This is an optimization exercise on Yosys and OpenROAD, whose aim is small area, a short achievable clock period and few clock cycles per item, not a production implementation.
The RTL was checked by simulation tests, not by an equivalence proof against the original design.
Power figures rest on the tool's default switching activity, not on a simulated workload.

run 1:
==> flow/design.v (excerpt) <==
module triangle_tangent_calc_unit (
   input  wire logic                              clock,
   input  wire logic                              reset,
   input  wire logic                              req_valid,
   output logic                                   req_stall,
   input  wire logic signed [ttc_pkg::POS_W-1:0]  req_pos_x,
   input  wire logic signed [ttc_pkg::POS_W-1:0]  req_pos_y,
   input  wire logic signed [ttc_pkg::POS_W-1:0]  req_pos_z,
   input  wire logic signed [ttc_pkg::UV_W-1:0]   req_tex_u,
   input  wire logic signed [ttc_pkg::UV_W-1:0]   req_tex_v,
   output logic                                   rsp_valid,
   input  wire logic                              rsp_stall,
   output logic signed [ttc_pkg::POS_W-1:0]       rsp_tangent_x,
   output logic signed [ttc_pkg::POS_W-1:0]       rsp_tangent_y,
   output logic signed [ttc_pkg::POS_W-1:0]       rsp_tangent_z,
   output logic                                   rsp_degenerate,
   output logic                                   rsp_clipped
);
export LEC_CHECK = 0
export CAP_MARGIN = 20
export CELL_PAD_IN_SITES_DETAIL_PLACEMENT = 0
export CELL_PAD_IN_SITES_GLOBAL_PLACEMENT = 0
export CORE_MARGIN = 2
export CORE_UTILIZATION = 45
export PLACE_DENSITY = 0.6
export SLEW_MARGIN = 20
create_clock -name core_clock -period 11.0 [get_ports {clock}]
standard.sh (not shown) runs the stock make flow with config.mk's settings and CLKGATE_MAP_FILE= SYNTH_SCRIPT=/design/flow/synth_recipe.tcl, a recipe that flattens the netlist after the stock synthesis.
==> flow/flow/run.sh <==
#!/bin/bash
# The standard layout (the standard.sh, unchanged synthesis and steps), with timing
# repair aiming for 7.0 ns of setup slack at the design's 11 ns clock. make's full output
# goes to layout.log here; each ORFS step also keeps its own log under orfs/logs/.
set -euo pipefail
bash standard.sh SETUP_SLACK_MARGIN=7.0 finish > layout.log 2>&1
Run 1 ran to completion and came out clean on the timing, design-rule and antenna checks.
Testbench counts of run 1, summed over its fixed seeds: cycles 4,536, items 512.
## Diff of input files: run 2 against run 1
# run 1
export LEC_CHECK = 0
export CAP_MARGIN = 20
export CELL_PAD_IN_SITES_DETAIL_PLACEMENT = 0
export CELL_PAD_IN_SITES_GLOBAL_PLACEMENT = 0
export CORE_MARGIN = 2
export CORE_UTILIZATION = 45
export PLACE_DENSITY = 0.6
export SLEW_MARGIN = 20
create_clock -name core_clock -period 11.0 [get_ports {clock}]
# run 2
export LEC_CHECK = 0
export CAP_MARGIN = 20
export CELL_PAD_IN_SITES_DETAIL_PLACEMENT = 0
export CELL_PAD_IN_SITES_GLOBAL_PLACEMENT = 0
export CORE_MARGIN = 2
export CORE_UTILIZATION = 45
export CTS_BUF_LIST = sky130_fd_sc_hd__clkbuf_8
export PLACE_DENSITY = 0.6
export SLEW_MARGIN = 20
create_clock -name core_clock -period 11.0 [get_ports {clock}]
==> flow/flow/run.sh <==
#!/bin/bash
# The standard layout (the standard.sh, unchanged synthesis and steps), with timing
# repair aiming for 5.75 ns of setup slack at the design's 11 ns clock. make's full output
# goes to layout.log here; each ORFS step also keeps its own log under orfs/logs/.
set -euo pipefail
bash standard.sh SETUP_SLACK_MARGIN=5.75 finish > layout.log 2>&1
--- outcome ---
Run 2 has fmax below what run 1 had.
Delta(number of buffers other than clock buffers in the final layout, run 2 - run 1) < 0
Side by side, net switching share of the total power turned out lower in run 2 than in run 1.
Power density of the placed cells was lower in run 2 than in run 1.
The following lists how run 3 was set up differently from run 2:
# run 2
export LEC_CHECK = 0
export CAP_MARGIN = 20
export CELL_PAD_IN_SITES_DETAIL_PLACEMENT = 0
export CELL_PAD_IN_SITES_GLOBAL_PLACEMENT = 0
export CORE_MARGIN = 2
export CORE_UTILIZATION = 45
export CTS_BUF_LIST = sky130_fd_sc_hd__clkbuf_8
export PLACE_DENSITY = 0.6
export SLEW_MARGIN = 20
create_clock -name core_clock -period 11.0 [get_ports {clock}]
# run 3
export LEC_CHECK = 0
export CAP_MARGIN = 20
export CELL_PAD_IN_SITES_DETAIL_PLACEMENT = 0
export CELL_PAD_IN_SITES_GLOBAL_PLACEMENT = 0
export CORE_MARGIN = 2
export CORE_UTILIZATION = 55
export CTS_BUF_LIST = sky130_fd_sc_hd__clkbuf_4 sky130_fd_sc_hd__clkbuf_8
export PLACE_DENSITY = 0.7
export SLEW_MARGIN = 20
create_clock -name core_clock -period 11.0 [get_ports {clock}]
==> flow/flow/run.sh <==
#!/bin/bash
# The standard layout (the standard.sh, unchanged synthesis and steps), with timing
# repair aiming for 6 ns of setup slack at the design's 11 ns clock. make's full output
# goes to layout.log here; each ORFS step also keeps its own log under orfs/logs/.
set -euo pipefail
bash standard.sh SETUP_SLACK_MARGIN=6 finish > layout.log 2>&1
==> notes.md <==
Changes observed in run 3 relative to run 2: worst setup slack climbed 0.27 ns; XOR/XNOR share of the synthesized area flat.
Combinational fraction of design power in run 3 is 2.6 points higher than in run 2
Between run 3 and run 2, it is run 3 whose number of well-tap cells placed is lower, by 855.
On wire length of the first global-routing pass, run 2 and run 3 are basically level.
On ratio of final minimum period to clock period: between run 2 and run 3, it ends up lower for run 3.
Power density of the placed cells: run 3 vs run 2 up 14 nW/um2
Run 2 → run 3: power consumption rose by 7.7%; maximum cell stage delay along the critical path stayed essentially flat; share of power burned in the clock network fell by 0.4 points; die area fell by 18%.
Slowest library cell on the worst path: nand3_4 -> run 2, xnor2_1 -> run 3
#### Input delta (run 4 over run 3)
# run 3
export LEC_CHECK = 0
export CAP_MARGIN = 20
export CELL_PAD_IN_SITES_DETAIL_PLACEMENT = 0
export CELL_PAD_IN_SITES_GLOBAL_PLACEMENT = 0
export CORE_MARGIN = 2
export CORE_UTILIZATION = 55
export CTS_BUF_LIST = sky130_fd_sc_hd__clkbuf_4 sky130_fd_sc_hd__clkbuf_8
export PLACE_DENSITY = 0.7
export SLEW_MARGIN = 20
create_clock -name core_clock -period 11.0 [get_ports {clock}]
# run 4
export LEC_CHECK = 0
export CAP_MARGIN = 20
export CELL_PAD_IN_SITES_DETAIL_PLACEMENT = 0
export CELL_PAD_IN_SITES_GLOBAL_PLACEMENT = 0
export CORE_MARGIN = 2
export CORE_UTILIZATION = 45
export CTS_BUF_LIST = sky130_fd_sc_hd__clkbuf_8
export PLACE_DENSITY = 0.6
export SLEW_MARGIN = 20
create_clock -name core_clock -period 11.0 [get_ports {clock}]
## What came out
Summary of run 4 over run 3: register area did not really move, detailed-route wire length +0.50%. Met1 wire length (lower): run 3. Higher worst setup slack among run 4 and run 3: run 3. Side by side, number of stages on the worst setup path turned out lower in run 4 than in run 3. Compared run 3 against run 4; number of signal-net inverters in the final layout within noise.

==> separate check: timing with driven ports <==
Ports are ideal in the flow. The routed layouts listed here were re-timed in OpenROAD. Step 1 assumes that a clkbuf_16 drives the clock port and a buf_2 every other input. Step 2 adds t to the input delays and takes it off the output delays; t is the mean of the earliest and latest rising clock arrival at the registers after step 1. Input paths then give back, and output paths get back, about the clock's delay inside the block. Slacks: ideal ports / drivers / drivers and shift; pairs: ideal ports / drivers.
run	shift t [ns]	setup slack, ns	worst setup path after step 2	worst data-port slew with drivers (ns)
run 1	1.036	5.996 / 5.996 / 5.316	input to register	0.39
run 2	1.208	5.753 / 5.753 / 4.712	input to register	0.36
run 3	1.196	6.020 / 6.020 / 4.957	input to register	0.21
run 4	1.219	5.991 / 5.991 / 4.942	input to register	0.15
After both steps every run listed still meets setup and hold. The setup slack of run 3, which loses most, moves by 0.000 ns with the drivers and by -1.063 ns with both steps.
